This is an optimization exercise on Yosys and OpenROAD, whose aim is small area, a short achievable clock period and few clock cycles per item, not a production implementation.
Where RTL was checked, it was by simulation tests only, not by an equivalence proof against the original.
No functional check of the RTL was part of run 2.
No activity file was given, so power comes from the tool's default toggle rates.

==> flow/design.v (outline; a module is shown in full before it is edited, if it fits) <==
// module sdc_div: 84 lines
// module sdc_sq3_a: 1020 lines
// module sdc_sq3_b: 130 lines
// module step_detector_cadence_core: 166 lines
module step_detector_cadence_core #(
   parameter int COUNT_WIDTH = sdc_pkg::COUNT_WIDTH_DEF
) (
   input  logic                                  clock,
   input  logic                                  reset,
   input  logic                                  csr_we,
   input  logic [sdc_pkg::CSR_IDX_W-1:0]         csr_index,
   input  logic [sdc_pkg::CSR_DATA_W-1:0]        csr_wdata,
   input  logic                                  req_valid,
   output logic                                  req_stall,
   input  logic signed [sdc_pkg::ACCEL_W-1:0]    req_accel_x,
   input  logic signed [sdc_pkg::ACCEL_W-1:0]    req_accel_y,
   input  logic signed [sdc_pkg::ACCEL_W-1:0]    req_accel_z,
   input  logic [sdc_pkg::TIME_W-1:0]            req_time_ms,
   input  logic                                  req_clear_count,
   output logic                                  rsp_valid,
   input  logic                                  rsp_stall,
   output logic                                  rsp_stepped,
   output logic [sdc_pkg::STEP_COUNT_W-1:0]      rsp_step_count,
   output logic [sdc_pkg::CAD_W-1:0]             rsp_cadence
);
  // ...
==> flow/flow/run.sh <==
#!/bin/bash
# Layout: the standard flow, with the port buffers made plain buffers (buf_2) instead of
# the delay-cell buffers buffer_ports picks by default. Each tool's output goes to its own log.
cp standard.sh standard_sh.log
export BUFFER_PORTS_ARGS="-buffer_cell sky130_fd_sc_hd__buf_2"
bash standard.sh > standard.log 2>&1
==> flow/standard.sh <==
#!/bin/bash
# synth_recipe.tcl (not shown) runs the flow's synth.tcl, then flattens the netlist and writes it again
# the make line also repeats each setting of config.mk as NAME=value (left out here)
make -C /OpenROAD-flow-scripts/flow DESIGN_CONFIG=/design/flow/config.mk WORK_HOME=/design/flow/orfs CLKGATE_MAP_FILE= SYNTH_SCRIPT=/design/flow/synth_recipe.tcl "${@:-finish}"
==> flow/config.mk <==
export PLATFORM = sky130hd
export DESIGN_NAME = step_detector_cadence_core
export DESIGN_NICKNAME = step_detector_cadence_core
export VERILOG_FILES = /design/flow/design.v
export SDC_FILE = /design/flow/constraint.sdc
export NUM_CORES = 4
export LEC_CHECK = 0
export ABC_CLOCK_PERIOD_IN_PS = 5000
export CAP_MARGIN = 20
export CORE_MARGIN = 2
export CORE_UTILIZATION = 40
export CTS_CLUSTER_DIAMETER = 100
export CTS_CLUSTER_SIZE = 30
export SETUP_SLACK_MARGIN = 4.2
export SLEW_MARGIN = 20
==> flow/constraint.sdc <==
create_clock -name core_clock -period 9.0 [get_ports {clock}]
set_input_delay 1.8000 -clock core_clock [delete_from_list [all_inputs] [get_ports {clock}]]
set_output_delay 1.8000 -clock core_clock [all_outputs]
set_load 0.01 [all_outputs]
==> flow_metrics.tcl, run 1 <==
set metrics [dict create \
    path_delay_family "adder cells" \
    synth_edf_count 311 \
    num_vias 29064 \
    stdcell_count 5451 \
    ys.flop_type "edfxtp_1" \
    rsz0062_at_grt "true" \
    r2r_end "cb_ff[54]" \
    die_h_um 318.7 \
    grtUsageMet1 0.3154 \
    path_cells "buf_2, mux2i_2, o21ai_4, clkinvlp_4, buf_6, buf_4, nor2_2, fa_1, inv_2, fa_2, fa_1, inv_1, fa_2, fa_1" \
    met3_usage 0.03313 \
    p_clk_frac 0.097 \
    slowest_stage "fa_2" \
    nFlopsAndLatches 480 \
    period_share 0.5337 \
    outcome "timing/DRC/antenna clean" \
    critical_path_buf_inv_count 6 \
    synthMostInstantiatedCell "nand2_1" \
    drt_first_pass_iters 5 \
    top_layer "met5" \
    syn2layout_area_growth_pct 12.03 \
    totalPowerFinal_uw 15380 \
    syn-num-nets 4793 \
    htreeDepth 1 \
    synth_top_family_by_area "adder cells" \
    hold_class "flip-flop to flip-flop" \
    io_buffers 148 \
    multi_input_area_share 0.5792 \
    maxPowerGroup "combinational logic" \
    fin_ws_ns 4.197 \
    postSynthAreaPerCell_um2 9.934 \
]
Testbench counts, summed over its fixed seeds: cycles 14,880, items 12,000.
==> module sdc_sq3_b, before the edit <==
module sdc_sq3_b (
   input  logic [120:0] cb,
   output logic [31:0] sa,
   output logic [31:0] sb
);
   wire s1013 = cb[3] ^ cb[4];
   wire c1014 = cb[3] & cb[4];
   wire s1015 = cb[7] ^ cb[8] ^ cb[9];
   wire c1016 = (cb[7] & cb[8]) | (cb[7] & cb[9]) | (cb[8] & cb[9]);
   wire s1017 = cb[11] ^ cb[12] ^ cb[13];
   wire c1018 = (cb[11] & cb[12]) | (cb[11] & cb[13]) | (cb[12] & cb[13]);
   wire s1019 = cb[15] ^ cb[16] ^ cb[17];
   wire c1020 = (cb[15] & cb[16]) | (cb[15] & cb[17]) | (cb[16] & cb[17]);
   wire s1021 = cb[19] ^ cb[20] ^ cb[21];
   wire c1022 = (cb[19] & cb[20]) | (cb[19] & cb[21]) | (cb[20] & cb[21]);
   wire s1023 = cb[23] ^ cb[24] ^ cb[25];
   wire c1024 = (cb[23] & cb[24]) | (cb[23] & cb[25]) | (cb[24] & cb[25]);
   wire s1025 = cb[27] ^ cb[28] ^ cb[29];
   wire c1026 = (cb[27] & cb[28]) | (cb[27] & cb[29]) | (cb[28] & cb[29]);
   wire s1027 = cb[31] ^ cb[32] ^ cb[33];
   wire c1028 = (cb[31] & cb[32]) | (cb[31] & cb[33]) | (cb[32] & cb[33]);
   wire s1029 = cb[35] ^ cb[36] ^ cb[37];
   wire c1030 = (cb[35] & cb[36]) | (cb[35] & cb[37]) | (cb[36] & cb[37]);
   wire s1031 = cb[39] ^ cb[40] ^ cb[41];
   wire c1032 = (cb[39] & cb[40]) | (cb[39] & cb[41]) | (cb[40] & cb[41]);
   wire s1033 = cb[43] ^ cb[44] ^ cb[45];
   wire c1034 = (cb[43] & cb[44]) | (cb[43] & cb[45]) | (cb[44] & cb[45]);
   wire s1035 = cb[47] ^ cb[48] ^ cb[49];
   wire c1036 = (cb[47] & cb[48]) | (cb[47] & cb[49]) | (cb[48] & cb[49]);
   wire s1037 = cb[51] ^ cb[52] ^ cb[53];
   wire c1038 = (cb[51] & cb[52]) | (cb[51] & cb[53]) | (cb[52] & cb[53]);
   wire s1039 = cb[55] ^ cb[56] ^ cb[57];
   wire c1040 = (cb[55] & cb[56]) | (cb[55] & cb[57]) | (cb[56] & cb[57]);
   wire s1041 = cb[59] ^ cb[60] ^ cb[61];
   wire c1042 = (cb[59] & cb[60]) | (cb[59] & cb[61]) | (cb[60] & cb[61]);
   wire s1043 = cb[63] ^ cb[64] ^ cb[65];
   wire c1044 = (cb[63] & cb[64]) | (cb[63] & cb[65]) | (cb[64] & cb[65]);
   wire s1045 = cb[67] ^ cb[68] ^ cb[69];
   wire c1046 = (cb[67] & cb[68]) | (cb[67] & cb[69]) | (cb[68] & cb[69]);
   wire s1047 = cb[71] ^ cb[72] ^ cb[73];
   wire c1048 = (cb[71] & cb[72]) | (cb[71] & cb[73]) | (cb[72] & cb[73]);
   wire s1049 = cb[75] ^ cb[76] ^ cb[77];
   wire c1050 = (cb[75] & cb[76]) | (cb[75] & cb[77]) | (cb[76] & cb[77]);
   wire s1051 = cb[79] ^ cb[80] ^ cb[81];
   wire c1052 = (cb[79] & cb[80]) | (cb[79] & cb[81]) | (cb[80] & cb[81]);
   wire s1053 = cb[83] ^ cb[84] ^ cb[85];
   wire c1054 = (cb[83] & cb[84]) | (cb[83] & cb[85]) | (cb[84] & cb[85]);
   wire s1055 = cb[87] ^ cb[88] ^ cb[89];
   wire c1056 = (cb[87] & cb[88]) | (cb[87] & cb[89]) | (cb[88] & cb[89]);
   wire s1057 = cb[91] ^ cb[92] ^ cb[93];
   wire c1058 = (cb[91] & cb[92]) | (cb[91] & cb[93]) | (cb[92] & cb[93]);
   wire s1059 = cb[95] ^ cb[96] ^ cb[97];
   wire c1060 = (cb[95] & cb[96]) | (cb[95] & cb[97]) | (cb[96] & cb[97]);
   wire s1061 = cb[99] ^ cb[100] ^ cb[101];
   wire c1062 = (cb[99] & cb[100]) | (cb[99] & cb[101]) | (cb[100] & cb[101]);
   wire s1063 = cb[103] ^ cb[104] ^ cb[105];
   wire c1064 = (cb[103] & cb[104]) | (cb[103] & cb[105]) | (cb[104] & cb[105]);
   wire s1065 = cb[107] ^ cb[108] ^ cb[109];
   wire c1066 = (cb[107] & cb[108]) | (cb[107] & cb[109]) | (cb[108] & cb[109]);
   wire s1067 = cb[111] ^ cb[112] ^ cb[113];
   wire c1068 = (cb[111] & cb[112]) | (cb[111] & cb[113]) | (cb[112] & cb[113]);
   wire s1069 = cb[115] ^ cb[116] ^ cb[117];
   wire c1070 = (cb[115] & cb[116]) | (cb[115] & cb[117]) | (cb[116] & cb[117]);
   wire s1071 = cb[119] ^ cb[120];
   wire c1072 = cb[119] & cb[120];
   wire s1073 = cb[0] ^ cb[1];
   wire c1074 = cb[0] & cb[1];
   wire s1075 = s1013 ^ cb[5];
   wire c1076 = s1013 & cb[5];
   wire s1077 = c1014 ^ s1015 ^ cb[10];
   wire c1078 = (c1014 & s1015) | (c1014 & cb[10]) | (s1015 & cb[10]);
   wire s1079 = c1016 ^ s1017 ^ cb[14];
   wire c1080 = (c1016 & s1017) | (c1016 & cb[14]) | (s1017 & cb[14]);
   wire s1081 = c1018 ^ s1019 ^ cb[18];
   wire c1082 = (c1018 & s1019) | (c1018 & cb[18]) | (s1019 & cb[18]);
   wire s1083 = c1020 ^ s1021 ^ cb[22];
   wire c1084 = (c1020 & s1021) | (c1020 & cb[22]) | (s1021 & cb[22]);
   wire s1085 = c1022 ^ s1023 ^ cb[26];
   wire c1086 = (c1022 & s1023) | (c1022 & cb[26]) | (s1023 & cb[26]);
   wire s1087 = c1024 ^ s1025 ^ cb[30];
   wire c1088 = (c1024 & s1025) | (c1024 & cb[30]) | (s1025 & cb[30]);
   wire s1089 = c1026 ^ s1027 ^ cb[34];
   wire c1090 = (c1026 & s1027) | (c1026 & cb[34]) | (s1027 & cb[34]);
   wire s1091 = c1028 ^ s1029 ^ cb[38];
   wire c1092 = (c1028 & s1029) | (c1028 & cb[38]) | (s1029 & cb[38]);
   wire s1093 = c1030 ^ s1031 ^ cb[42];
   wire c1094 = (c1030 & s1031) | (c1030 & cb[42]) | (s1031 & cb[42]);
   wire s1095 = c1032 ^ s1033 ^ cb[46];
   wire c1096 = (c1032 & s1033) | (c1032 & cb[46]) | (s1033 & cb[46]);
   wire s1097 = c1034 ^ s1035 ^ cb[50];
   wire c1098 = (c1034 & s1035) | (c1034 & cb[50]) | (s1035 & cb[50]);
   wire s1099 = c1036 ^ s1037 ^ cb[54];
   wire c1100 = (c1036 & s1037) | (c1036 & cb[54]) | (s1037 & cb[54]);
   wire s1101 = c1038 ^ s1039 ^ cb[58];
   wire c1102 = (c1038 & s1039) | (c1038 & cb[58]) | (s1039 & cb[58]);
   wire s1103 = c1040 ^ s1041 ^ cb[62];
   wire c1104 = (c1040 & s1041) | (c1040 & cb[62]) | (s1041 & cb[62]);
   wire s1105 = c1042 ^ s1043 ^ cb[66];
   wire c1106 = (c1042 & s1043) | (c1042 & cb[66]) | (s1043 & cb[66]);
   wire s1107 = c1044 ^ s1045 ^ cb[70];
   wire c1108 = (c1044 & s1045) | (c1044 & cb[70]) | (s1045 & cb[70]);
   wire s1109 = c1046 ^ s1047 ^ cb[74];
   wire c1110 = (c1046 & s1047) | (c1046 & cb[74]) | (s1047 & cb[74]);
   wire s1111 = c1048 ^ s1049 ^ cb[78];
   wire c1112 = (c1048 & s1049) | (c1048 & cb[78]) | (s1049 & cb[78]);
   wire s1113 = c1050 ^ s1051 ^ cb[82];
   wire c1114 = (c1050 & s1051) | (c1050 & cb[82]) | (s1051 & cb[82]);
   wire s1115 = c1052 ^ s1053 ^ cb[86];
   wire c1116 = (c1052 & s1053) | (c1052 & cb[86]) | (s1053 & cb[86]);
   wire s1117 = c1054 ^ s1055 ^ cb[90];
   wire c1118 = (c1054 & s1055) | (c1054 & cb[90]) | (s1055 & cb[90]);
   wire s1119 = c1056 ^ s1057 ^ cb[94];
   wire c1120 = (c1056 & s1057) | (c1056 & cb[94]) | (s1057 & cb[94]);
   wire s1121 = c1058 ^ s1059 ^ cb[98];
   wire c1122 = (c1058 & s1059) | (c1058 & cb[98]) | (s1059 & cb[98]);
   wire s1123 = c1060 ^ s1061 ^ cb[102];
   wire c1124 = (c1060 & s1061) | (c1060 & cb[102]) | (s1061 & cb[102]);
   wire s1125 = c1062 ^ s1063 ^ cb[106];
   wire c1126 = (c1062 & s1063) | (c1062 & cb[106]) | (s1063 & cb[106]);
   wire s1127 = c1064 ^ s1065 ^ cb[110];
   wire c1128 = (c1064 & s1065) | (c1064 & cb[110]) | (s1065 & cb[110]);
   wire s1129 = c1066 ^ s1067 ^ cb[114];
   wire c1130 = (c1066 & s1067) | (c1066 & cb[114]) | (s1067 & cb[114]);
   wire s1131 = c1068 ^ s1069 ^ cb[118];
   wire c1132 = (c1068 & s1069) | (c1068 & cb[118]) | (s1069 & cb[118]);
   wire s1133 = c1070 ^ s1071 ^ 1'b1;
   wire c1134 = (c1070 & s1071) | (c1070 & 1'b1) | (s1071 & 1'b1);
   assign sa = {c1132, c1130, c1128, c1126, c1124, c1122, c1120, c1118, c1116, c1114, c1112, c1110, c1108, c1106, c1104, c1102, c1100, c1098, c1096, c1094, c1092, c1090, c1088, c1086, c1084, c1082, c1080, c1078, c1076, s1075, c1074, s1073};
   assign sb = {s1133, s1131, s1129, s1127, s1125, s1123, s1121, s1119, s1117, s1115, s1113, s1111, s1109, s1107, s1105, s1103, s1101, s1099, s1097, s1095, s1093, s1091, s1089, s1087, s1085, s1083, s1081, s1079, s1077, cb[6], 1'b0, cb[2]};
endmodule
==> module step_detector_cadence_core, before the edit <==
module step_detector_cadence_core #(
   parameter int COUNT_WIDTH = sdc_pkg::COUNT_WIDTH_DEF
) (
   input  logic                                  clock,
   input  logic                                  reset,
   input  logic                                  csr_we,
   input  logic [sdc_pkg::CSR_IDX_W-1:0]         csr_index,
   input  logic [sdc_pkg::CSR_DATA_W-1:0]        csr_wdata,
   input  logic                                  req_valid,
   output logic                                  req_stall,
   input  logic signed [sdc_pkg::ACCEL_W-1:0]    req_accel_x,
   input  logic signed [sdc_pkg::ACCEL_W-1:0]    req_accel_y,
   input  logic signed [sdc_pkg::ACCEL_W-1:0]    req_accel_z,
   input  logic [sdc_pkg::TIME_W-1:0]            req_time_ms,
   input  logic                                  req_clear_count,
   output logic                                  rsp_valid,
   input  logic                                  rsp_stall,
   output logic                                  rsp_stepped,
   output logic [sdc_pkg::STEP_COUNT_W-1:0]      rsp_step_count,
   output logic [sdc_pkg::CAD_W-1:0]             rsp_cadence
);
   localparam logic [COUNT_WIDTH-1:0] COUNT_MAX = '1;
   logic [14:0] thr_ff, mrg_ff;
   logic [15:0] minv_ff, maxv_ff, idle_ff;
   logic [29:0] nthr2_ff, nlvl2_ff;    
   logic        rearm_ff;              
   logic [1:0]  sq_ff;                 
   logic        v1_ff;
   localparam int CB = 121;            
   logic [CB-1:0] cb_ff;
   logic [31:0] t1_ff;
   logic        clr1_ff;
   logic        v2_ff, gt_ff, lt_ff, clr2_ff, inr_ff, idl_ff, sat_ff;
   logic [31:0] t2_ff;
   logic [15:0] d2_ff;
   logic                   rsp_valid_ff, stepped_ff, latched_ff, have_ff;
   logic [COUNT_WIDTH-1:0] cnt_ff;
   logic [31:0]            last_ff;
   logic [16:0]            cad_ff;
   logic [31:0] sa, sb, gs, gc, ls, lc, gr, lr, nt, nl;
   sdc_sq3_b u_sqb (.cb(cb_ff), .sa(sa), .sb(sb));
   assign nt = {2'b11, nthr2_ff};
   assign nl = {2'b11, nlvl2_ff} | {32{sq_ff[1] ^ sq_ff[0]}};
   assign gs = sa ^ sb ^ nt;
   assign gc = (sa & sb) | (sa & nt) | (sb & nt);
   assign ls = sa ^ sb ^ nl;
   assign lc = (sa & sb) | (sa & nl) | (sb & nl);
   assign gr = gs + {gc[30:0], 1'b0};
   assign lr = ls + {lc[30:0], 1'b1};
   logic        hit2;
   logic [31:0] last_c, d1;
   assign hit2   = gt_ff && !latched_ff;
   assign last_c = (v2_ff && hit2) ? t2_ff : last_ff;
   assign d1     = t1_ff - last_c;
   logic upd, commit, adv2, adv1, accept, div_done;
   logic [16:0] cad_div;
   assign upd    = hit2 && have_ff && inr_ff;
   assign commit = v2_ff && !(rsp_valid_ff && rsp_stall) && !(upd && !div_done);
   assign adv2   = !v2_ff || commit;
   assign adv1   = !v1_ff || adv2;
   logic stall_a, stall_b;
   assign stall_a   = (v1_ff && v2_ff && upd && !div_done) || (sq_ff != 2'd0);
   assign stall_b   = v1_ff && v2_ff && rsp_valid_ff;
   assign req_stall = stall_a || (stall_b && rsp_stall);
   assign accept = req_valid && !req_stall;
   sdc_div u_div (
      .clock   (clock),
      .load    (adv2),
      .d_ld    (d1[15:0]),
      .step    (v2_ff),
      .d       (d2_ff),
      .sat     (sat_ff),
      .cad     (cad_ff),
      .done    (div_done),
      .cad_new (cad_div)
   );
   logic [15:0] xs, ys, zs;
   logic [CB-1:0] ca;
   assign xs = (sq_ff == 2'd3) ? {1'b0, thr_ff} : (sq_ff == 2'd2) ? t1_ff[15:0] : req_accel_x;
   assign ys = sq_ff[1] ? 16'd0 : req_accel_y;
   assign zs = sq_ff[1] ? 16'd0 : req_accel_z;
   sdc_sq3_a u_sqa (.x(xs), .y(ys), .z(zs), .ca(ca));
   logic [15:0] lvl_d;
   assign lvl_d = {1'b0, thr_ff} - {1'b0, mrg_ff};
   always_ff @(posedge clock) begin
      if (reset) begin
         thr_ff  <= 15'd3072;
         mrg_ff  <= 15'd256;
         minv_ff <= 16'd200;
         maxv_ff <= 16'd3000;
         idle_ff <= 16'd2500;
         sq_ff   <= 2'd3;
      end else begin
         if (sq_ff != 2'd0) sq_ff <= sq_ff - 2'd1;
         if (csr_we) begin
            case (csr_index)
               3'd0: begin thr_ff <= csr_wdata[14:0]; sq_ff <= 2'd3; end
               3'd1: begin mrg_ff <= csr_wdata[14:0]; sq_ff <= 2'd3; end
               3'd2: minv_ff <= csr_wdata;
               3'd3: maxv_ff <= csr_wdata;
               3'd4: idle_ff <= csr_wdata;
               default: ;
            endcase
         end
      end
      if (sq_ff == 2'd2) nthr2_ff <= ~lr[29:0];
      if (sq_ff == 2'd1) begin
         nlvl2_ff <= ~lr[29:0];
         rearm_ff <= mrg_ff < thr_ff;
      end
      if (reset) v1_ff <= 1'b0;
      else if (adv1) v1_ff <= accept;
      if (adv1 || sq_ff[1])
         cb_ff <= ca;
      if (sq_ff == 2'd3)
         t1_ff[15:0] <= lvl_d[15] ? 16'd0 : lvl_d;    
      else if (adv1)
         t1_ff[15:0] <= req_time_ms[15:0];
      if (adv1) begin
         t1_ff[31:16] <= req_time_ms[31:16];
         clr1_ff <= req_clear_count;
      end
      if (reset) v2_ff <= 1'b0;
      else if (adv2) v2_ff <= v1_ff;
      if (adv2) begin
         gt_ff   <= !(gr[31] && gr[30]);
         lt_ff   <= lr[31] && lr[30] && rearm_ff;
         clr2_ff <= clr1_ff;
         t2_ff   <= t1_ff;
         d2_ff   <= d1[15:0];
         inr_ff  <= (d1 > {16'd0, minv_ff}) && (d1 < {16'd0, maxv_ff});
         idl_ff  <= d1 > {16'd0, idle_ff};
         sat_ff  <= d1[15:0] < 16'd118;
      end
      if (reset) begin
         rsp_valid_ff <= 1'b0;
         latched_ff   <= 1'b0;
         have_ff      <= 1'b0;
         cnt_ff       <= '0;
         last_ff      <= '0;
         cad_ff       <= '0;
      end else if (commit) begin
         rsp_valid_ff <= 1'b1;
         stepped_ff   <= hit2;
         latched_ff   <= (latched_ff || hit2) && !lt_ff;
         if (hit2) begin
            last_ff <= t2_ff;
            have_ff <= 1'b1;
         end
         if (clr2_ff)
            cnt_ff <= COUNT_WIDTH'(hit2);
         else if (hit2 && cnt_ff != COUNT_MAX)
            cnt_ff <= cnt_ff + 1'b1;
         if (upd)
            cad_ff <= cad_div;
         else if (!hit2 && idl_ff)
            cad_ff <= '0;
      end else if (!rsp_stall) begin
         rsp_valid_ff <= 1'b0;
      end
   end
   assign rsp_valid      = rsp_valid_ff;
   assign rsp_stepped    = stepped_ff;
   assign rsp_step_count = sdc_pkg::STEP_COUNT_W'(cnt_ff);
   assign rsp_cadence    = cad_ff;
endmodule
==> run 2, diff against run 1 <==
--- a/flow/design.v
+++ b/flow/design.v
@@ -116,17 +116,17 @@
    end
    assign done    = ph_ff[8];
    assign cad_new = acc_q[24:8];
 endmodule
 module sdc_sq3_a (
    input  logic [15:0] x,
    input  logic [15:0] y,
    input  logic [15:0] z,
-   output logic [120:0] ca
+   output logic [173:0] ca
 );
    wire p1 = x[0];
    wire p2 = y[0];
    wire p3 = z[0];
    wire p4 = (x[0] & x[1]);
    wire p5 = x[1];
    wire p6 = (y[0] & y[1]);
    wire p7 = y[1];
@@ -1022,255 +1022,255 @@
    wire s897 = p388 ^ p389 ^ p390;
    wire c898 = (p388 & p389) | (p388 & p390) | (p389 & p390);
    wire s899 = p391 ^ p392 ^ p393;
    wire c900 = (p391 & p392) | (p391 & p393) | (p392 & p393);
    wire s901 = p394 ^ p395 ^ p396;
    wire c902 = (p394 & p395) | (p394 & p396) | (p395 & p396);
    wire s903 = p397 ^ p398 ^ p399;
    wire c904 = (p397 & p398) | (p397 & p399) | (p398 & p399);
-   wire s905 = p4 ^ p5 ^ p6;
-   wire c906 = (p4 & p5) | (p4 & p6) | (p5 & p6);
-   wire s907 = s763 ^ s765 ^ p18;
-   wire c908 = (s763 & s765) | (s763 & p18) | (s765 & p18);
-   wire s909 = c764 ^ c766 ^ s767;
-   wire c910 = (c764 & c766) | (c764 & s767) | (c766 & s767);
-   wire s911 = p25 ^ p26;
-   wire c912 = p25 & p26;
-   wire s913 = c768 ^ s769 ^ s771;
-   wire c914 = (c768 & s769) | (c768 & s771) | (s769 & s771);
-   wire s915 = p37 ^ p38 ^ p39;
-   wire c916 = (p37 & p38) | (p37 & p39) | (p38 & p39);
-   wire s917 = c770 ^ c772 ^ s773;
-   wire c918 = (c770 & c772) | (c770 & s773) | (c772 & s773);
-   wire s919 = s775 ^ s777 ^ p48;
-   wire c920 = (s775 & s777) | (s775 & p48) | (s777 & p48);
-   wire s921 = c774 ^ c776 ^ c778;
-   wire c922 = (c774 & c776) | (c774 & c778) | (c776 & c778);
-   wire s923 = s779 ^ s781 ^ s783;
-   wire c924 = (s779 & s781) | (s779 & s783) | (s781 & s783);
-   wire s925 = c780 ^ c782 ^ c784;
-   wire c926 = (c780 & c782) | (c780 & c784) | (c782 & c784);
-   wire s927 = s785 ^ s787 ^ s789;
-   wire c928 = (s785 & s787) | (s785 & s789) | (s787 & s789);
-   wire s929 = c786 ^ c788 ^ c790;
-   wire c930 = (c786 & c788) | (c786 & c790) | (c788 & c790);
-   wire s931 = s791 ^ s793 ^ s795;
-   wire c932 = (s791 & s793) | (s791 & s795) | (s793 & s795);
-   wire s933 = c792 ^ c794 ^ c796;
-   wire c934 = (c792 & c794) | (c792 & c796) | (c794 & c796);
-   wire s935 = s797 ^ s799 ^ s801;
-   wire c936 = (s797 & s799) | (s797 & s801) | (s799 & s801);
-   wire s937 = c798 ^ c800 ^ c802;
-   wire c938 = (c798 & c800) | (c798 & c802) | (c800 & c802);
-   wire s939 = s803 ^ s805 ^ s807;
-   wire c940 = (s803 & s805) | (s803 & s807) | (s805 & s807);
-   wire s941 = c804 ^ c806 ^ c808;
-   wire c942 = (c804 & c806) | (c804 & c808) | (c806 & c808);
-   wire s943 = s809 ^ s811 ^ s813;
-   wire c944 = (s809 & s811) | (s809 & s813) | (s811 & s813);
-   wire s945 = c810 ^ c812 ^ c814;
-   wire c946 = (c810 & c812) | (c810 & c814) | (c812 & c814);
-   wire s947 = s815 ^ s817 ^ s819;
-   wire c948 = (s815 & s817) | (s815 & s819) | (s817 & s819);
-   wire s949 = c816 ^ c818 ^ c820;
-   wire c950 = (c816 & c818) | (c816 & c820) | (c818 & c820);
-   wire s951 = s821 ^ s823 ^ s825;
-   wire c952 = (s821 & s823) | (s821 & s825) | (s823 & s825);
-   wire s953 = c822 ^ c824 ^ c826;
-   wire c954 = (c822 & c824) | (c822 & c826) | (c824 & c826);
-   wire s955 = s827 ^ s829 ^ s831;
-   wire c956 = (s827 & s829) | (s827 & s831) | (s829 & s831);
-   wire s957 = c828 ^ c830 ^ c832;
-   wire c958 = (c828 & c830) | (c828 & c832) | (c830 & c832);
-   wire s959 = s833 ^ s835 ^ s837;
-   wire c960 = (s833 & s835) | (s833 & s837) | (s835 & s837);
-   wire s961 = c834 ^ c836 ^ c838;
-   wire c962 = (c834 & c836) | (c834 & c838) | (c836 & c838);
-   wire s963 = s839 ^ s841 ^ s843;
-   wire c964 = (s839 & s841) | (s839 & s843) | (s841 & s843);
-   wire s965 = c840 ^ c842 ^ c844;
-   wire c966 = (c840 & c842) | (c840 & c844) | (c842 & c844);
-   wire s967 = s845 ^ s847 ^ s849;
-   wire c968 = (s845 & s847) | (s845 & s849) | (s847 & s849);
-   wire s969 = c846 ^ c848 ^ c850;
-   wire c970 = (c846 & c848) | (c846 & c850) | (c848 & c850);
-   wire s971 = s851 ^ s853 ^ s855;
-   wire c972 = (s851 & s853) | (s851 & s855) | (s853 & s855);
-   wire s973 = c852 ^ c854 ^ c856;
-   wire c974 = (c852 & c854) | (c852 & c856) | (c854 & c856);
-   wire s975 = s857 ^ s859 ^ s861;
-   wire c976 = (s857 & s859) | (s857 & s861) | (s859 & s861);
-   wire s977 = c858 ^ c860 ^ c862;
-   wire c978 = (c858 & c860) | (c858 & c862) | (c860 & c862);
-   wire s979 = s863 ^ s865 ^ s867;
-   wire c980 = (s863 & s865) | (s863 & s867) | (s865 & s867);
-   wire s981 = c864 ^ c866 ^ c868;
-   wire c982 = (c864 & c866) | (c864 & c868) | (c866 & c868);
-   wire s983 = s869 ^ s871 ^ s873;
-   wire c984 = (s869 & s871) | (s869 & s873) | (s871 & s873);
-   wire s985 = c870 ^ c872 ^ c874;
-   wire c986 = (c870 & c872) | (c870 & c874) | (c872 & c874);
-   wire s987 = s875 ^ s877 ^ s879;
-   wire c988 = (s875 & s877) | (s875 & s879) | (s877 & s879);
-   wire s989 = c876 ^ c878 ^ c880;
-   wire c990 = (c876 & c878) | (c876 & c880) | (c878 & c880);
-   wire s991 = s881 ^ s883 ^ s885;
-   wire c992 = (s881 & s883) | (s881 & s885) | (s883 & s885);
-   wire s993 = c882 ^ c884 ^ c886;
-   wire c994 = (c882 & c884) | (c882 & c886) | (c884 & c886);
-   wire s995 = s887 ^ s889 ^ s891;
-   wire c996 = (s887 & s889) | (s887 & s891) | (s889 & s891);
-   wire s997 = c888 ^ c890 ^ c892;
-   wire c998 = (c888 & c890) | (c888 & c892) | (c890 & c892);
-   wire s999 = s893 ^ s895 ^ s897;
-   wire c1000 = (s893 & s895) | (s893 & s897) | (s895 & s897);
-   wire s1001 = c894 ^ c896 ^ c898;
-   wire c1002 = (c894 & c896) | (c894 & c898) | (c896 & c898);
-   wire s1003 = s899 ^ s901 ^ s903;
-   wire c1004 = (s899 & s901) | (s899 & s903) | (s901 & s903);
-   wire s1005 = c900 ^ c902 ^ c904;
-   wire c1006 = (c900 & c902) | (c900 & c904) | (c902 & c904);
-   wire s1007 = p400 ^ p401 ^ p402;
-   wire c1008 = (p400 & p401) | (p400 & p402) | (p401 & p402);
-   wire s1009 = p403 ^ p404 ^ p405;
-   wire c1010 = (p403 & p404) | (p403 & p405) | (p404 & p405);
-   wire s1011 = p406 ^ p407 ^ p408;
-   wire c1012 = (p406 & p407) | (p406 & p408) | (p407 & p408);
-   assign ca = {c1012, c1010, s1011, s1009, c1008, c1006, s1007, s1005, c1004, c1002, s1003, s1001, c1000, c998, s999, s997, c996, c994, s995, s993, c992, c990, s991, s989, c988, c986, s987, s985, c984, c982, s983, s981, c980, c978, s979, s977, c976, c974, s975, s973, c972, c970, s971, s969, c968, c966, s967, s965, c964, c962, s963, s961, c960, c958, s959, s957, c956, c954, s955, s953, c952, c950, s951, s949, c948, c946, s947, s945, c944, c942, s943, s941, c940, c938, s939, s937, c936, c934, s935, s933, c932, c930, s931, s929, c928, c926, s927, s925, c924, c922, s923, s921, c920, c918, s919, s917, c916, c914, s915, s913, c912, c910, p27, s911, s909, c908, p21, p20, p19, s907, p12, p11, p10, c906, p9, p8, p7, s905, p3, p2, p1};
+   assign ca = {p408, p407, p406, p405, p404, p403, p402, p401, p400, c904, c902, c900, s903, s901, s899, c898, c896, c894, s897, s895, s893, c892, c890, c888, s891, s889, s887, c886, c884, c882, s885, s883, s881, c880, c878, c876, s879, s877, s875, c874, c872, c870, s873, s871, s869, c868, c866, c864, s867, s865, s863, c862, c860, c858, s861, s859, s857, c856, c854, c852, s855, s853, s851, c850, c848, c846, s849, s847, s845, c844, c842, c840, s843, s841, s839, c838, c836, c834, s837, s835, s833, c832, c830, c828, s831, s829, s827, c826, c824, c822, s825, s823, s821, c820, c818, c816, s819, s817, s815, c814, c812, c810, s813, s811, s809, c808, c806, c804, s807, s805, s803, c802, c800, c798, s801, s799, s797, c796, c794, c792, s795, s793, s791, c790, c788, c786, s789, s787, s785, c784, c782, c780, s783, s781, s779, c778, c776, c774, p48, s777, s775, s773, c772, c770, p39, p38, p37, s771, s769, c768, p27, p26, p25, s767, c766, c764, p21, p20, p19, p18, s765, s763, p12, p11, p10, p9, p8, p7, p6, p5, p4, p3, p2, p1};
 endmodule
 module sdc_sq3_b (
-   input  logic [120:0] cb,
+   input  logic [173:0] cb,
    output logic [31:0] sa,
    output logic [31:0] sb
 );
-   wire s1013 = cb[3] ^ cb[4];
-   wire c1014 = cb[3] & cb[4];
-   wire s1015 = cb[7] ^ cb[8] ^ cb[9];
-   wire c1016 = (cb[7] & cb[8]) | (cb[7] & cb[9]) | (cb[8] & cb[9]);
-   wire s1017 = cb[11] ^ cb[12] ^ cb[13];
-   wire c1018 = (cb[11] & cb[12]) | (cb[11] & cb[13]) | (cb[12] & cb[13]);
-   wire s1019 = cb[15] ^ cb[16] ^ cb[17];
-   wire c1020 = (cb[15] & cb[16]) | (cb[15] & cb[17]) | (cb[16] & cb[17]);
-   wire s1021 = cb[19] ^ cb[20] ^ cb[21];
-   wire c1022 = (cb[19] & cb[20]) | (cb[19] & cb[21]) | (cb[20] & cb[21]);
-   wire s1023 = cb[23] ^ cb[24] ^ cb[25];
-   wire c1024 = (cb[23] & cb[24]) | (cb[23] & cb[25]) | (cb[24] & cb[25]);
-   wire s1025 = cb[27] ^ cb[28] ^ cb[29];
-   wire c1026 = (cb[27] & cb[28]) | (cb[27] & cb[29]) | (cb[28] & cb[29]);
-   wire s1027 = cb[31] ^ cb[32] ^ cb[33];
-   wire c1028 = (cb[31] & cb[32]) | (cb[31] & cb[33]) | (cb[32] & cb[33]);
-   wire s1029 = cb[35] ^ cb[36] ^ cb[37];
-   wire c1030 = (cb[35] & cb[36]) | (cb[35] & cb[37]) | (cb[36] & cb[37]);
-   wire s1031 = cb[39] ^ cb[40] ^ cb[41];
-   wire c1032 = (cb[39] & cb[40]) | (cb[39] & cb[41]) | (cb[40] & cb[41]);
-   wire s1033 = cb[43] ^ cb[44] ^ cb[45];
-   wire c1034 = (cb[43] & cb[44]) | (cb[43] & cb[45]) | (cb[44] & cb[45]);
-   wire s1035 = cb[47] ^ cb[48] ^ cb[49];
-   wire c1036 = (cb[47] & cb[48]) | (cb[47] & cb[49]) | (cb[48] & cb[49]);
-   wire s1037 = cb[51] ^ cb[52] ^ cb[53];
-   wire c1038 = (cb[51] & cb[52]) | (cb[51] & cb[53]) | (cb[52] & cb[53]);
-   wire s1039 = cb[55] ^ cb[56] ^ cb[57];
-   wire c1040 = (cb[55] & cb[56]) | (cb[55] & cb[57]) | (cb[56] & cb[57]);
-   wire s1041 = cb[59] ^ cb[60] ^ cb[61];
-   wire c1042 = (cb[59] & cb[60]) | (cb[59] & cb[61]) | (cb[60] & cb[61]);
-   wire s1043 = cb[63] ^ cb[64] ^ cb[65];
-   wire c1044 = (cb[63] & cb[64]) | (cb[63] & cb[65]) | (cb[64] & cb[65]);
-   wire s1045 = cb[67] ^ cb[68] ^ cb[69];
-   wire c1046 = (cb[67] & cb[68]) | (cb[67] & cb[69]) | (cb[68] & cb[69]);
-   wire s1047 = cb[71] ^ cb[72] ^ cb[73];
-   wire c1048 = (cb[71] & cb[72]) | (cb[71] & cb[73]) | (cb[72] & cb[73]);
-   wire s1049 = cb[75] ^ cb[76] ^ cb[77];
-   wire c1050 = (cb[75] & cb[76]) | (cb[75] & cb[77]) | (cb[76] & cb[77]);
-   wire s1051 = cb[79] ^ cb[80] ^ cb[81];
-   wire c1052 = (cb[79] & cb[80]) | (cb[79] & cb[81]) | (cb[80] & cb[81]);
-   wire s1053 = cb[83] ^ cb[84] ^ cb[85];
-   wire c1054 = (cb[83] & cb[84]) | (cb[83] & cb[85]) | (cb[84] & cb[85]);
-   wire s1055 = cb[87] ^ cb[88] ^ cb[89];
-   wire c1056 = (cb[87] & cb[88]) | (cb[87] & cb[89]) | (cb[88] & cb[89]);
-   wire s1057 = cb[91] ^ cb[92] ^ cb[93];
-   wire c1058 = (cb[91] & cb[92]) | (cb[91] & cb[93]) | (cb[92] & cb[93]);
-   wire s1059 = cb[95] ^ cb[96] ^ cb[97];
-   wire c1060 = (cb[95] & cb[96]) | (cb[95] & cb[97]) | (cb[96] & cb[97]);
-   wire s1061 = cb[99] ^ cb[100] ^ cb[101];
-   wire c1062 = (cb[99] & cb[100]) | (cb[99] & cb[101]) | (cb[100] & cb[101]);
-   wire s1063 = cb[103] ^ cb[104] ^ cb[105];
-   wire c1064 = (cb[103] & cb[104]) | (cb[103] & cb[105]) | (cb[104] & cb[105]);
-   wire s1065 = cb[107] ^ cb[108] ^ cb[109];
-   wire c1066 = (cb[107] & cb[108]) | (cb[107] & cb[109]) | (cb[108] & cb[109]);
-   wire s1067 = cb[111] ^ cb[112] ^ cb[113];
-   wire c1068 = (cb[111] & cb[112]) | (cb[111] & cb[113]) | (cb[112] & cb[113]);
-   wire s1069 = cb[115] ^ cb[116] ^ cb[117];
-   wire c1070 = (cb[115] & cb[116]) | (cb[115] & cb[117]) | (cb[116] & cb[117]);
-   wire s1071 = cb[119] ^ cb[120];
-   wire c1072 = cb[119] & cb[120];
+   wire s905 = cb[3] ^ cb[4] ^ cb[5];
+   wire c906 = (cb[3] & cb[4]) | (cb[3] & cb[5]) | (cb[4] & cb[5]);
+   wire s907 = cb[12] ^ cb[13] ^ cb[14];
+   wire c908 = (cb[12] & cb[13]) | (cb[12] & cb[14]) | (cb[13] & cb[14]);
+   wire s909 = cb[18] ^ cb[19] ^ cb[20];
+   wire c910 = (cb[18] & cb[19]) | (cb[18] & cb[20]) | (cb[19] & cb[20]);
+   wire s911 = cb[21] ^ cb[22];
+   wire c912 = cb[21] & cb[22];
+   wire s913 = cb[24] ^ cb[25] ^ cb[26];
+   wire c914 = (cb[24] & cb[25]) | (cb[24] & cb[26]) | (cb[25] & cb[26]);
+   wire s915 = cb[27] ^ cb[28] ^ cb[29];
+   wire c916 = (cb[27] & cb[28]) | (cb[27] & cb[29]) | (cb[28] & cb[29]);
+   wire s917 = cb[30] ^ cb[31] ^ cb[32];
+   wire c918 = (cb[30] & cb[31]) | (cb[30] & cb[32]) | (cb[31] & cb[32]);
+   wire s919 = cb[33] ^ cb[34] ^ cb[35];
+   wire c920 = (cb[33] & cb[34]) | (cb[33] & cb[35]) | (cb[34] & cb[35]);
+   wire s921 = cb[36] ^ cb[37] ^ cb[38];
+   wire c922 = (cb[36] & cb[37]) | (cb[36] & cb[38]) | (cb[37] & cb[38]);
+   wire s923 = cb[39] ^ cb[40] ^ cb[41];
+   wire c924 = (cb[39] & cb[40]) | (cb[39] & cb[41]) | (cb[40] & cb[41]);
+   wire s925 = cb[42] ^ cb[43] ^ cb[44];
+   wire c926 = (cb[42] & cb[43]) | (cb[42] & cb[44]) | (cb[43] & cb[44]);
+   wire s927 = cb[45] ^ cb[46] ^ cb[47];
+   wire c928 = (cb[45] & cb[46]) | (cb[45] & cb[47]) | (cb[46] & cb[47]);
+   wire s929 = cb[48] ^ cb[49] ^ cb[50];
+   wire c930 = (cb[48] & cb[49]) | (cb[48] & cb[50]) | (cb[49] & cb[50]);
+   wire s931 = cb[51] ^ cb[52] ^ cb[53];
+   wire c932 = (cb[51] & cb[52]) | (cb[51] & cb[53]) | (cb[52] & cb[53]);
+   wire s933 = cb[54] ^ cb[55] ^ cb[56];
+   wire c934 = (cb[54] & cb[55]) | (cb[54] & cb[56]) | (cb[55] & cb[56]);
+   wire s935 = cb[57] ^ cb[58] ^ cb[59];
+   wire c936 = (cb[57] & cb[58]) | (cb[57] & cb[59]) | (cb[58] & cb[59]);
+   wire s937 = cb[60] ^ cb[61] ^ cb[62];
+   wire c938 = (cb[60] & cb[61]) | (cb[60] & cb[62]) | (cb[61] & cb[62]);
+   wire s939 = cb[63] ^ cb[64] ^ cb[65];
+   wire c940 = (cb[63] & cb[64]) | (cb[63] & cb[65]) | (cb[64] & cb[65]);
+   wire s941 = cb[66] ^ cb[67] ^ cb[68];
+   wire c942 = (cb[66] & cb[67]) | (cb[66] & cb[68]) | (cb[67] & cb[68]);
+   wire s943 = cb[69] ^ cb[70] ^ cb[71];
+   wire c944 = (cb[69] & cb[70]) | (cb[69] & cb[71]) | (cb[70] & cb[71]);
+   wire s945 = cb[72] ^ cb[73] ^ cb[74];
+   wire c946 = (cb[72] & cb[73]) | (cb[72] & cb[74]) | (cb[73] & cb[74]);
+   wire s947 = cb[75] ^ cb[76] ^ cb[77];
+   wire c948 = (cb[75] & cb[76]) | (cb[75] & cb[77]) | (cb[76] & cb[77]);
+   wire s949 = cb[78] ^ cb[79] ^ cb[80];
+   wire c950 = (cb[78] & cb[79]) | (cb[78] & cb[80]) | (cb[79] & cb[80]);
+   wire s951 = cb[81] ^ cb[82] ^ cb[83];
+   wire c952 = (cb[81] & cb[82]) | (cb[81] & cb[83]) | (cb[82] & cb[83]);
+   wire s953 = cb[84] ^ cb[85] ^ cb[86];
+   wire c954 = (cb[84] & cb[85]) | (cb[84] & cb[86]) | (cb[85] & cb[86]);
+   wire s955 = cb[87] ^ cb[88] ^ cb[89];
+   wire c956 = (cb[87] & cb[88]) | (cb[87] & cb[89]) | (cb[88] & cb[89]);
+   wire s957 = cb[90] ^ cb[91] ^ cb[92];
+   wire c958 = (cb[90] & cb[91]) | (cb[90] & cb[92]) | (cb[91] & cb[92]);
+   wire s959 = cb[93] ^ cb[94] ^ cb[95];
+   wire c960 = (cb[93] & cb[94]) | (cb[93] & cb[95]) | (cb[94] & cb[95]);
+   wire s961 = cb[96] ^ cb[97] ^ cb[98];
+   wire c962 = (cb[96] & cb[97]) | (cb[96] & cb[98]) | (cb[97] & cb[98]);
+   wire s963 = cb[99] ^ cb[100] ^ cb[101];
+   wire c964 = (cb[99] & cb[100]) | (cb[99] & cb[101]) | (cb[100] & cb[101]);
+   wire s965 = cb[102] ^ cb[103] ^ cb[104];
+   wire c966 = (cb[102] & cb[103]) | (cb[102] & cb[104]) | (cb[103] & cb[104]);
+   wire s967 = cb[105] ^ cb[106] ^ cb[107];
+   wire c968 = (cb[105] & cb[106]) | (cb[105] & cb[107]) | (cb[106] & cb[107]);
+   wire s969 = cb[108] ^ cb[109] ^ cb[110];
+   wire c970 = (cb[108] & cb[109]) | (cb[108] & cb[110]) | (cb[109] & cb[110]);
+   wire s971 = cb[111] ^ cb[112] ^ cb[113];
+   wire c972 = (cb[111] & cb[112]) | (cb[111] & cb[113]) | (cb[112] & cb[113]);
+   wire s973 = cb[114] ^ cb[115] ^ cb[116];
+   wire c974 = (cb[114] & cb[115]) | (cb[114] & cb[116]) | (cb[115] & cb[116]);
+   wire s975 = cb[117] ^ cb[118] ^ cb[119];
+   wire c976 = (cb[117] & cb[118]) | (cb[117] & cb[119]) | (cb[118] & cb[119]);
+   wire s977 = cb[120] ^ cb[121] ^ cb[122];
+   wire c978 = (cb[120] & cb[121]) | (cb[120] & cb[122]) | (cb[121] & cb[122]);
+   wire s979 = cb[123] ^ cb[124] ^ cb[125];
+   wire c980 = (cb[123] & cb[124]) | (cb[123] & cb[125]) | (cb[124] & cb[125]);
+   wire s981 = cb[126] ^ cb[127] ^ cb[128];
+   wire c982 = (cb[126] & cb[127]) | (cb[126] & cb[128]) | (cb[127] & cb[128]);
+   wire s983 = cb[129] ^ cb[130] ^ cb[131];
+   wire c984 = (cb[129] & cb[130]) | (cb[129] & cb[131]) | (cb[130] & cb[131]);
+   wire s985 = cb[132] ^ cb[133] ^ cb[134];
+   wire c986 = (cb[132] & cb[133]) | (cb[132] & cb[134]) | (cb[133] & cb[134]);
+   wire s987 = cb[135] ^ cb[136] ^ cb[137];
+   wire c988 = (cb[135] & cb[136]) | (cb[135] & cb[137]) | (cb[136] & cb[137]);
+   wire s989 = cb[138] ^ cb[139] ^ cb[140];
+   wire c990 = (cb[138] & cb[139]) | (cb[138] & cb[140]) | (cb[139] & cb[140]);
+   wire s991 = cb[141] ^ cb[142] ^ cb[143];
+   wire c992 = (cb[141] & cb[142]) | (cb[141] & cb[143]) | (cb[142] & cb[143]);
+   wire s993 = cb[144] ^ cb[145] ^ cb[146];
+   wire c994 = (cb[144] & cb[145]) | (cb[144] & cb[146]) | (cb[145] & cb[146]);
+   wire s995 = cb[147] ^ cb[148] ^ cb[149];
+   wire c996 = (cb[147] & cb[148]) | (cb[147] & cb[149]) | (cb[148] & cb[149]);
+   wire s997 = cb[150] ^ cb[151] ^ cb[152];
+   wire c998 = (cb[150] & cb[151]) | (cb[150] & cb[152]) | (cb[151] & cb[152]);
+   wire s999 = cb[153] ^ cb[154] ^ cb[155];
+   wire c1000 = (cb[153] & cb[154]) | (cb[153] & cb[155]) | (cb[154] & cb[155]);
+   wire s1001 = cb[156] ^ cb[157] ^ cb[158];
+   wire c1002 = (cb[156] & cb[157]) | (cb[156] & cb[158]) | (cb[157] & cb[158]);
+   wire s1003 = cb[159] ^ cb[160] ^ cb[161];
+   wire c1004 = (cb[159] & cb[160]) | (cb[159] & cb[161]) | (cb[160] & cb[161]);
+   wire s1005 = cb[162] ^ cb[163] ^ cb[164];
+   wire c1006 = (cb[162] & cb[163]) | (cb[162] & cb[164]) | (cb[163] & cb[164]);
+   wire s1007 = cb[165] ^ cb[166] ^ cb[167];
+   wire c1008 = (cb[165] & cb[166]) | (cb[165] & cb[167]) | (cb[166] & cb[167]);
+   wire s1009 = cb[168] ^ cb[169] ^ cb[170];
+   wire c1010 = (cb[168] & cb[169]) | (cb[168] & cb[170]) | (cb[169] & cb[170]);
+   wire s1011 = cb[171] ^ cb[172] ^ cb[173];
+   wire c1012 = (cb[171] & cb[172]) | (cb[171] & cb[173]) | (cb[172] & cb[173]);
+   wire s1013 = s905 ^ cb[6];
+   wire c1014 = s905 & cb[6];
+   wire s1015 = c906 ^ cb[9] ^ cb[10];
+   wire c1016 = (c906 & cb[9]) | (c906 & cb[10]) | (cb[9] & cb[10]);
+   wire s1017 = s907 ^ cb[15] ^ cb[16];
+   wire c1018 = (s907 & cb[15]) | (s907 & cb[16]) | (cb[15] & cb[16]);
+   wire s1019 = c908 ^ s909 ^ s911;
+   wire c1020 = (c908 & s909) | (c908 & s911) | (s909 & s911);
+   wire s1021 = c910 ^ c912 ^ s913;
+   wire c1022 = (c910 & c912) | (c910 & s913) | (c912 & s913);
+   wire s1023 = c914 ^ c916 ^ s917;
+   wire c1024 = (c914 & c916) | (c914 & s917) | (c916 & s917);
+   wire s1025 = c918 ^ c920 ^ s921;
+   wire c1026 = (c918 & c920) | (c918 & s921) | (c920 & s921);
+   wire s1027 = c922 ^ c924 ^ s925;
+   wire c1028 = (c922 & c924) | (c922 & s925) | (c924 & s925);
+   wire s1029 = c926 ^ c928 ^ s929;
+   wire c1030 = (c926 & c928) | (c926 & s929) | (c928 & s929);
+   wire s1031 = c930 ^ c932 ^ s933;
+   wire c1032 = (c930 & c932) | (c930 & s933) | (c932 & s933);
+   wire s1033 = c934 ^ c936 ^ s937;
+   wire c1034 = (c934 & c936) | (c934 & s937) | (c936 & s937);
+   wire s1035 = c938 ^ c940 ^ s941;
+   wire c1036 = (c938 & c940) | (c938 & s941) | (c940 & s941);
+   wire s1037 = c942 ^ c944 ^ s945;
+   wire c1038 = (c942 & c944) | (c942 & s945) | (c944 & s945);
+   wire s1039 = c946 ^ c948 ^ s949;
+   wire c1040 = (c946 & c948) | (c946 & s949) | (c948 & s949);
+   wire s1041 = c950 ^ c952 ^ s953;
+   wire c1042 = (c950 & c952) | (c950 & s953) | (c952 & s953);
+   wire s1043 = c954 ^ c956 ^ s957;
+   wire c1044 = (c954 & c956) | (c954 & s957) | (c956 & s957);
+   wire s1045 = c958 ^ c960 ^ s961;
+   wire c1046 = (c958 & c960) | (c958 & s961) | (c960 & s961);
+   wire s1047 = c962 ^ c964 ^ s965;
+   wire c1048 = (c962 & c964) | (c962 & s965) | (c964 & s965);
+   wire s1049 = c966 ^ c968 ^ s969;
+   wire c1050 = (c966 & c968) | (c966 & s969) | (c968 & s969);
+   wire s1051 = c970 ^ c972 ^ s973;
+   wire c1052 = (c970 & c972) | (c970 & s973) | (c972 & s973);
+   wire s1053 = c974 ^ c976 ^ s977;
+   wire c1054 = (c974 & c976) | (c974 & s977) | (c976 & s977);
+   wire s1055 = c978 ^ c980 ^ s981;
+   wire c1056 = (c978 & c980) | (c978 & s981) | (c980 & s981);
+   wire s1057 = c982 ^ c984 ^ s985;
+   wire c1058 = (c982 & c984) | (c982 & s985) | (c984 & s985);
+   wire s1059 = c986 ^ c988 ^ s989;
+   wire c1060 = (c986 & c988) | (c986 & s989) | (c988 & s989);
+   wire s1061 = c990 ^ c992 ^ s993;
+   wire c1062 = (c990 & c992) | (c990 & s993) | (c992 & s993);
+   wire s1063 = c994 ^ c996 ^ s997;
+   wire c1064 = (c994 & c996) | (c994 & s997) | (c996 & s997);
+   wire s1065 = c998 ^ c1000 ^ s1001;
+   wire c1066 = (c998 & c1000) | (c998 & s1001) | (c1000 & s1001);
+   wire s1067 = c1002 ^ c1004 ^ s1005;
+   wire c1068 = (c1002 & c1004) | (c1002 & s1005) | (c1004 & s1005);
+   wire s1069 = c1006 ^ c1008 ^ s1009;
+   wire c1070 = (c1006 & c1008) | (c1006 & s1009) | (c1008 & s1009);
+   wire s1071 = c1010 ^ c1012;
+   wire c1072 = c1010 & c1012;
    wire s1073 = cb[0] ^ cb[1];
    wire c1074 = cb[0] & cb[1];
-   wire s1075 = s1013 ^ cb[5];
-   wire c1076 = s1013 & cb[5];
-   wire s1077 = c1014 ^ s1015 ^ cb[10];
-   wire c1078 = (c1014 & s1015) | (c1014 & cb[10]) | (s1015 & cb[10]);
-   wire s1079 = c1016 ^ s1017 ^ cb[14];
-   wire c1080 = (c1016 & s1017) | (c1016 & cb[14]) | (s1017 & cb[14]);
-   wire s1081 = c1018 ^ s1019 ^ cb[18];
-   wire c1082 = (c1018 & s1019) | (c1018 & cb[18]) | (s1019 & cb[18]);
-   wire s1083 = c1020 ^ s1021 ^ cb[22];
-   wire c1084 = (c1020 & s1021) | (c1020 & cb[22]) | (s1021 & cb[22]);
-   wire s1085 = c1022 ^ s1023 ^ cb[26];
-   wire c1086 = (c1022 & s1023) | (c1022 & cb[26]) | (s1023 & cb[26]);
-   wire s1087 = c1024 ^ s1025 ^ cb[30];
-   wire c1088 = (c1024 & s1025) | (c1024 & cb[30]) | (s1025 & cb[30]);
-   wire s1089 = c1026 ^ s1027 ^ cb[34];
-   wire c1090 = (c1026 & s1027) | (c1026 & cb[34]) | (s1027 & cb[34]);
-   wire s1091 = c1028 ^ s1029 ^ cb[38];
-   wire c1092 = (c1028 & s1029) | (c1028 & cb[38]) | (s1029 & cb[38]);
-   wire s1093 = c1030 ^ s1031 ^ cb[42];
-   wire c1094 = (c1030 & s1031) | (c1030 & cb[42]) | (s1031 & cb[42]);
-   wire s1095 = c1032 ^ s1033 ^ cb[46];
-   wire c1096 = (c1032 & s1033) | (c1032 & cb[46]) | (s1033 & cb[46]);
-   wire s1097 = c1034 ^ s1035 ^ cb[50];
-   wire c1098 = (c1034 & s1035) | (c1034 & cb[50]) | (s1035 & cb[50]);
-   wire s1099 = c1036 ^ s1037 ^ cb[54];
-   wire c1100 = (c1036 & s1037) | (c1036 & cb[54]) | (s1037 & cb[54]);
-   wire s1101 = c1038 ^ s1039 ^ cb[58];
-   wire c1102 = (c1038 & s1039) | (c1038 & cb[58]) | (s1039 & cb[58]);
-   wire s1103 = c1040 ^ s1041 ^ cb[62];
-   wire c1104 = (c1040 & s1041) | (c1040 & cb[62]) | (s1041 & cb[62]);
-   wire s1105 = c1042 ^ s1043 ^ cb[66];
-   wire c1106 = (c1042 & s1043) | (c1042 & cb[66]) | (s1043 & cb[66]);
-   wire s1107 = c1044 ^ s1045 ^ cb[70];
-   wire c1108 = (c1044 & s1045) | (c1044 & cb[70]) | (s1045 & cb[70]);
-   wire s1109 = c1046 ^ s1047 ^ cb[74];
-   wire c1110 = (c1046 & s1047) | (c1046 & cb[74]) | (s1047 & cb[74]);
-   wire s1111 = c1048 ^ s1049 ^ cb[78];
-   wire c1112 = (c1048 & s1049) | (c1048 & cb[78]) | (s1049 & cb[78]);
-   wire s1113 = c1050 ^ s1051 ^ cb[82];
-   wire c1114 = (c1050 & s1051) | (c1050 & cb[82]) | (s1051 & cb[82]);
-   wire s1115 = c1052 ^ s1053 ^ cb[86];
-   wire c1116 = (c1052 & s1053) | (c1052 & cb[86]) | (s1053 & cb[86]);
-   wire s1117 = c1054 ^ s1055 ^ cb[90];
-   wire c1118 = (c1054 & s1055) | (c1054 & cb[90]) | (s1055 & cb[90]);
-   wire s1119 = c1056 ^ s1057 ^ cb[94];
-   wire c1120 = (c1056 & s1057) | (c1056 & cb[94]) | (s1057 & cb[94]);
-   wire s1121 = c1058 ^ s1059 ^ cb[98];
-   wire c1122 = (c1058 & s1059) | (c1058 & cb[98]) | (s1059 & cb[98]);
-   wire s1123 = c1060 ^ s1061 ^ cb[102];
-   wire c1124 = (c1060 & s1061) | (c1060 & cb[102]) | (s1061 & cb[102]);
-   wire s1125 = c1062 ^ s1063 ^ cb[106];
-   wire c1126 = (c1062 & s1063) | (c1062 & cb[106]) | (s1063 & cb[106]);
-   wire s1127 = c1064 ^ s1065 ^ cb[110];
-   wire c1128 = (c1064 & s1065) | (c1064 & cb[110]) | (s1065 & cb[110]);
-   wire s1129 = c1066 ^ s1067 ^ cb[114];
-   wire c1130 = (c1066 & s1067) | (c1066 & cb[114]) | (s1067 & cb[114]);
-   wire s1131 = c1068 ^ s1069 ^ cb[118];
-   wire c1132 = (c1068 & s1069) | (c1068 & cb[118]) | (s1069 & cb[118]);
+   wire s1075 = s1013 ^ cb[7];
+   wire c1076 = s1013 & cb[7];
+   wire s1077 = c1014 ^ s1015 ^ cb[11];
+   wire c1078 = (c1014 & s1015) | (c1014 & cb[11]) | (s1015 & cb[11]);
+   wire s1079 = c1016 ^ s1017 ^ cb[17];
+   wire c1080 = (c1016 & s1017) | (c1016 & cb[17]) | (s1017 & cb[17]);
+   wire s1081 = c1018 ^ s1019 ^ cb[23];
+   wire c1082 = (c1018 & s1019) | (c1018 & cb[23]) | (s1019 & cb[23]);
+   wire s1083 = c1020 ^ s1021 ^ s915;
+   wire c1084 = (c1020 & s1021) | (c1020 & s915) | (s1021 & s915);
+   wire s1085 = c1022 ^ s1023 ^ s919;
+   wire c1086 = (c1022 & s1023) | (c1022 & s919) | (s1023 & s919);
+   wire s1087 = c1024 ^ s1025 ^ s923;
+   wire c1088 = (c1024 & s1025) | (c1024 & s923) | (s1025 & s923);
+   wire s1089 = c1026 ^ s1027 ^ s927;
+   wire c1090 = (c1026 & s1027) | (c1026 & s927) | (s1027 & s927);
+   wire s1091 = c1028 ^ s1029 ^ s931;
+   wire c1092 = (c1028 & s1029) | (c1028 & s931) | (s1029 & s931);
+   wire s1093 = c1030 ^ s1031 ^ s935;
+   wire c1094 = (c1030 & s1031) | (c1030 & s935) | (s1031 & s935);
+   wire s1095 = c1032 ^ s1033 ^ s939;
+   wire c1096 = (c1032 & s1033) | (c1032 & s939) | (s1033 & s939);
+   wire s1097 = c1034 ^ s1035 ^ s943;
+   wire c1098 = (c1034 & s1035) | (c1034 & s943) | (s1035 & s943);
+   wire s1099 = c1036 ^ s1037 ^ s947;
+   wire c1100 = (c1036 & s1037) | (c1036 & s947) | (s1037 & s947);
+   wire s1101 = c1038 ^ s1039 ^ s951;
+   wire c1102 = (c1038 & s1039) | (c1038 & s951) | (s1039 & s951);
+   wire s1103 = c1040 ^ s1041 ^ s955;
+   wire c1104 = (c1040 & s1041) | (c1040 & s955) | (s1041 & s955);
+   wire s1105 = c1042 ^ s1043 ^ s959;
+   wire c1106 = (c1042 & s1043) | (c1042 & s959) | (s1043 & s959);
+   wire s1107 = c1044 ^ s1045 ^ s963;
+   wire c1108 = (c1044 & s1045) | (c1044 & s963) | (s1045 & s963);
+   wire s1109 = c1046 ^ s1047 ^ s967;
+   wire c1110 = (c1046 & s1047) | (c1046 & s967) | (s1047 & s967);
+   wire s1111 = c1048 ^ s1049 ^ s971;
+   wire c1112 = (c1048 & s1049) | (c1048 & s971) | (s1049 & s971);
+   wire s1113 = c1050 ^ s1051 ^ s975;
+   wire c1114 = (c1050 & s1051) | (c1050 & s975) | (s1051 & s975);
+   wire s1115 = c1052 ^ s1053 ^ s979;
+   wire c1116 = (c1052 & s1053) | (c1052 & s979) | (s1053 & s979);
+   wire s1117 = c1054 ^ s1055 ^ s983;
+   wire c1118 = (c1054 & s1055) | (c1054 & s983) | (s1055 & s983);
+   wire s1119 = c1056 ^ s1057 ^ s987;
+   wire c1120 = (c1056 & s1057) | (c1056 & s987) | (s1057 & s987);
+   wire s1121 = c1058 ^ s1059 ^ s991;
+   wire c1122 = (c1058 & s1059) | (c1058 & s991) | (s1059 & s991);
+   wire s1123 = c1060 ^ s1061 ^ s995;
+   wire c1124 = (c1060 & s1061) | (c1060 & s995) | (s1061 & s995);
+   wire s1125 = c1062 ^ s1063 ^ s999;
+   wire c1126 = (c1062 & s1063) | (c1062 & s999) | (s1063 & s999);
+   wire s1127 = c1064 ^ s1065 ^ s1003;
+   wire c1128 = (c1064 & s1065) | (c1064 & s1003) | (s1065 & s1003);
+   wire s1129 = c1066 ^ s1067 ^ s1007;
+   wire c1130 = (c1066 & s1067) | (c1066 & s1007) | (s1067 & s1007);
+   wire s1131 = c1068 ^ s1069 ^ s1011;
+   wire c1132 = (c1068 & s1069) | (c1068 & s1011) | (s1069 & s1011);
    wire s1133 = c1070 ^ s1071 ^ 1'b1;
    wire c1134 = (c1070 & s1071) | (c1070 & 1'b1) | (s1071 & 1'b1);
    assign sa = {c1132, c1130, c1128, c1126, c1124, c1122, c1120, c1118, c1116, c1114, c1112, c1110, c1108, c1106, c1104, c1102, c1100, c1098, c1096, c1094, c1092, c1090, c1088, c1086, c1084, c1082, c1080, c1078, c1076, s1075, c1074, s1073};
-   assign sb = {s1133, s1131, s1129, s1127, s1125, s1123, s1121, s1119, s1117, s1115, s1113, s1111, s1109, s1107, s1105, s1103, s1101, s1099, s1097, s1095, s1093, s1091, s1089, s1087, s1085, s1083, s1081, s1079, s1077, cb[6], 1'b0, cb[2]};
+   assign sb = {s1133, s1131, s1129, s1127, s1125, s1123, s1121, s1119, s1117, s1115, s1113, s1111, s1109, s1107, s1105, s1103, s1101, s1099, s1097, s1095, s1093, s1091, s1089, s1087, s1085, s1083, s1081, s1079, s1077, cb[8], 1'b0, cb[2]};
 endmodule
 `timescale 1ns / 1ps
 module step_detector_cadence_core #(
    parameter int COUNT_WIDTH = sdc_pkg::COUNT_WIDTH_DEF
 ) (
    input  logic                                  clock,
    input  logic                                  reset,
    input  logic                                  csr_we,
@@ -1291,17 +1291,17 @@
 );
    localparam logic [COUNT_WIDTH-1:0] COUNT_MAX = '1;
    logic [14:0] thr_ff, mrg_ff;
    logic [15:0] minv_ff, maxv_ff, idle_ff;
    logic [29:0] nthr2_ff, nlvl2_ff;    
    logic        rearm_ff;              
    logic [1:0]  sq_ff;                 
    logic        v1_ff;
-   localparam int CB = 121;            
+   localparam int CB = 174;            
    logic [CB-1:0] cb_ff;
    logic [31:0] t1_ff;
    logic        clr1_ff;
    logic        v2_ff, gt_ff, lt_ff, clr2_ff, inr_ff, idl_ff, sat_ff;
    logic [31:0] t2_ff;
    logic [15:0] d2_ff;
    logic                   rsp_valid_ff, stepped_ff, latched_ff, have_ff;
    logic [COUNT_WIDTH-1:0] cnt_ff;
==> flow/flow/run.sh (replaced) <==
#!/bin/bash
# Layout: the standard flow, with the port buffers made plain buffers (buf_4) instead of
# the delay-cell buffers buffer_ports picks by default. Each tool's output goes to its own log.
cp standard.sh standard_sh.log
export BUFFER_PORTS_ARGS="-buffer_cell sky130_fd_sc_hd__buf_4"
bash standard.sh > standard.log 2>&1
==> flow/config.mk (replaced) <==
export PLATFORM = sky130hd
export DESIGN_NAME = step_detector_cadence_core
export DESIGN_NICKNAME = step_detector_cadence_core
export VERILOG_FILES = /design/flow/design.v
export SDC_FILE = /design/flow/constraint.sdc
export NUM_CORES = 4
export LEC_CHECK = 0
export ABC_CLOCK_PERIOD_IN_PS = 5000
export CAP_MARGIN = 20
export CORE_MARGIN = 2
export CORE_UTILIZATION = 40
export SETUP_SLACK_MARGIN = 4.0
export SLEW_MARGIN = 20
==> run 2 against run 1 <==
Utilization rose by 0.95 points. Via count rose by 4.3%. Power rose by 38%. Synthesized cell count rose by 6.5%. Non-clock buffer count fell by 48. Largest power group unchanged.
==> flow_metrics.tcl, run 2 <==
set metrics [dict create \
    outcome "timing/DRC/antenna clean" \
    synth.yosys.seq_area_share 0.3408 \
    final_common_cell "inv_1" \
    arrival_ns 5.30 \
    critical_path_buf_inv_count 4 \
    ys.flop_type "edfxtp_1" \
    io_buffers 148 \
    setup.worst_path.start_class "flip-flop" \
    drtIter0Drc 2119 \
    synth-compound-area-share 0.1116 \
    end_kind "flip-flop" \
    layout_common_cells "inv_1, nand2_1, fa_1, edfxtp_1, ha_1" \
    syn_inst 4247 \
    skew_ns 0.03427 \
    syn2layout_area_growth_pct 13.93 \
    hold_class "flip-flop to flip-flop" \
    gp_congestion 0.9021 \
    path_class "flip-flop to flip-flop" \
    dpl.hpwl_um 87390 \
    cts_tree "built" \
    synthSimpleGateAreaFrac 0.1420 \
    synth_top_area_frac 0.2602 \
    cp.required_ns 9.38 \
    syn-num-nets 5051 \
    synthXorXnorAreaFrac 0.03900 \
    wl_per_cell_um 19.75 \
    cp_common_cell "inv_1" \
    ant_nets 0 \
    min_period_ns 4.924 \
    postSynthAreaPerCell_um2 9.889 \
    synthAdderAreaFrac 0.2805 \
    period_share 0.5471 \
    setup_viol 0 \
    relSlewSlack 0.2868 \
    synth_edf_count 364 \
    startpoint "cb_ff[78]" \
    initial_core_util 0.4047 \
    die_h_um 328.0 \
    synthMuxAreaShare 0.01758 \
    largest_register "cb_ff" \
    path_cells "inv_1, fa_2, fa_1, inv_1, fa_1, inv_1, fa_1, inv_1, ha_1, a21o_1, a21o_1, a21oi_1, o21ai_1, o211ai_1, a21boi_2, or2_4, a211oi_2, a211oi_2" \
    worstHoldStart "clr1_ff" \
    final_nets 5201 \
    slowest_stage "fa_1" \
    worst_pin_slew_ns 1.059 \
    clock_sinks 533 \
    power_density_nw_per_um2 443.5 \
    largest_reg_flops 174 \
    synth_top_family_by_area "adder cells" \
    antenna_found_initial 9 \
    totalWireLength_um 115200 \
    finalHoldViolCount 0 \
    ir_worst_vdd_v 0.0005203 \
    synth_top_cells_by_count "inv_1, nand2_1, fa_1" \
    finalMaxSlewViolations 0 \
    grt_max_degree 83 \
    p_leak_uw 0.02087 \
    synthMostInstantiatedCell "inv_1" \
    ys_seq_elements 533 \
    rows 118 \
    path_delay_family "adder cells" \
    num_vias 30309 \
    design.die.area_um2 107600 \
    yosysWarnings 2 \
    synth_cell_types 80 \
    cap_violations 0 \
    cp_slowest_stage_delay_ns 0.56 \
    clk_pin_slew_worst_paths_ns 0.06 \
    async_reset_ff_frac 0 \
    clk_path_buf_depth 3 \
    synth.largest_area_cell "edfxtp_1" \
    finalSetupTns_ns 0 \
    htreeDepth 3 \
    clock.fmax_ghz 0.2031 \
    root_buffer "clkbuf_16" \
    r2r_start "cb_ff[78]" \
    rsz0062_at_grt "true" \
    totalPowerFinal_uw 21220 \
    drive_above_1_share 0.1054 \
    drt_first_pass_iters 6 \
    cts_made_buffers 66 \
    cp_max_fo 6 \
    core_um2 103800 \
    grt-ovfl-total 0 \
    grt_use_total 0.2146 \
    synth_area_um2 42000 \
    num_io_pins 149 \
    fp.dieW_um 328.0 \
    vias_per_cell 5.196 \
    ctsHoldBuffers 0 \
    drc 0 \
    insertion_delay_ns 0.66 \
    grt_pass1_vias 30402 \
    synth_area_leaders "edfxtp_1, fa_1, ha_1, dfxtp_1, inv_1" \
    grt_pass1_wl_um 177300 \
]
-- run 2: path summary, 6_finish.rpt --
check,to,slack (ns),depth (start not counted)
max,lt_ff,4.08,18
min,clr2_ff,0.42,0
max reg2reg,lt_ff,4.08,18
min reg2reg,clr2_ff,0.42,0
-- run 2: cell families after synthesis --
family | Yosys count
compound gates | 732
xor+xnor | 187
fa+ha+maj | 700
buf+inv | 765
flops | 533
mux | 73
simple gates | 1257
-- run 2: cell type report --
cell class                      count  area [um2]
Clock buffer                       89        1831
Multi-Input combinational cell   2949       25320
Sequential cell                   533       14320
Fill cell                        9772       55940
Inverter                          635        2389
Antenna cell                        3       7.507
Clock inverter                     32       549.3
Tap cell                         1380        1727
Timing Repair Buffer              212        1707
-- run 2: timing repair --
action	in CTS	in global routing
pin swaps	13	50
setup buffers	7	15
cloned	1	1
setup endpoints to repair	87	79
gates resized for setup	42	94
-- run 2: power breakdown --
part	internal, uW	total, uW	switching (uW)
Clock	1740	2900	1160
Sequential	3890	4080	195
Combinational	6100	14200	8140
Total	11700	21200	9490
-- run 2: per-layer routing --
metal  wire, um  up-vias  global-route usage  part of all wire
met2      50970      847              0.3303              0.44
met1      53260    14886              0.3044              0.46
met4       2746        6             0.05804             0.024
met3       8179      155             0.04771             0.071
met5         34        -                   0           0.00030
li1           -    14415                   -                 -
-- run 2: worst reg2reg max path: cells and delay by family (launching register included) --
kind                     cells  cell delay [ns]
AND/OR/NAND/NOR              1             0.30
buffers and inverters        4             0.33
adder cells (fa/ha/maj)      5             2.23
flip-flops                   1             0.37
AO/OA/AOI/OAI                8             1.42
-- run 2: through the flow --
step / hold slack [ns] / utilization / cell area [um2] / worst slack [ns] / cells
finish: 0.4228 / 0.4610 / 47850 / 4.076 / 5833
global route: 0.4389 / 0.4609 / 47840 / 3.876 / 5830
floorplan: 0.4003 / - / 42040 / 3.921 / 4247
global placement: 0.4072 / 0.4306 / 44690 / 3.440 / 5684
CTS: 0.4253 / 0.4561 / 47340 / 3.949 / 5814
detailed placement: 0.4116 / 0.4307 / 44710 / 3.387 / 5685
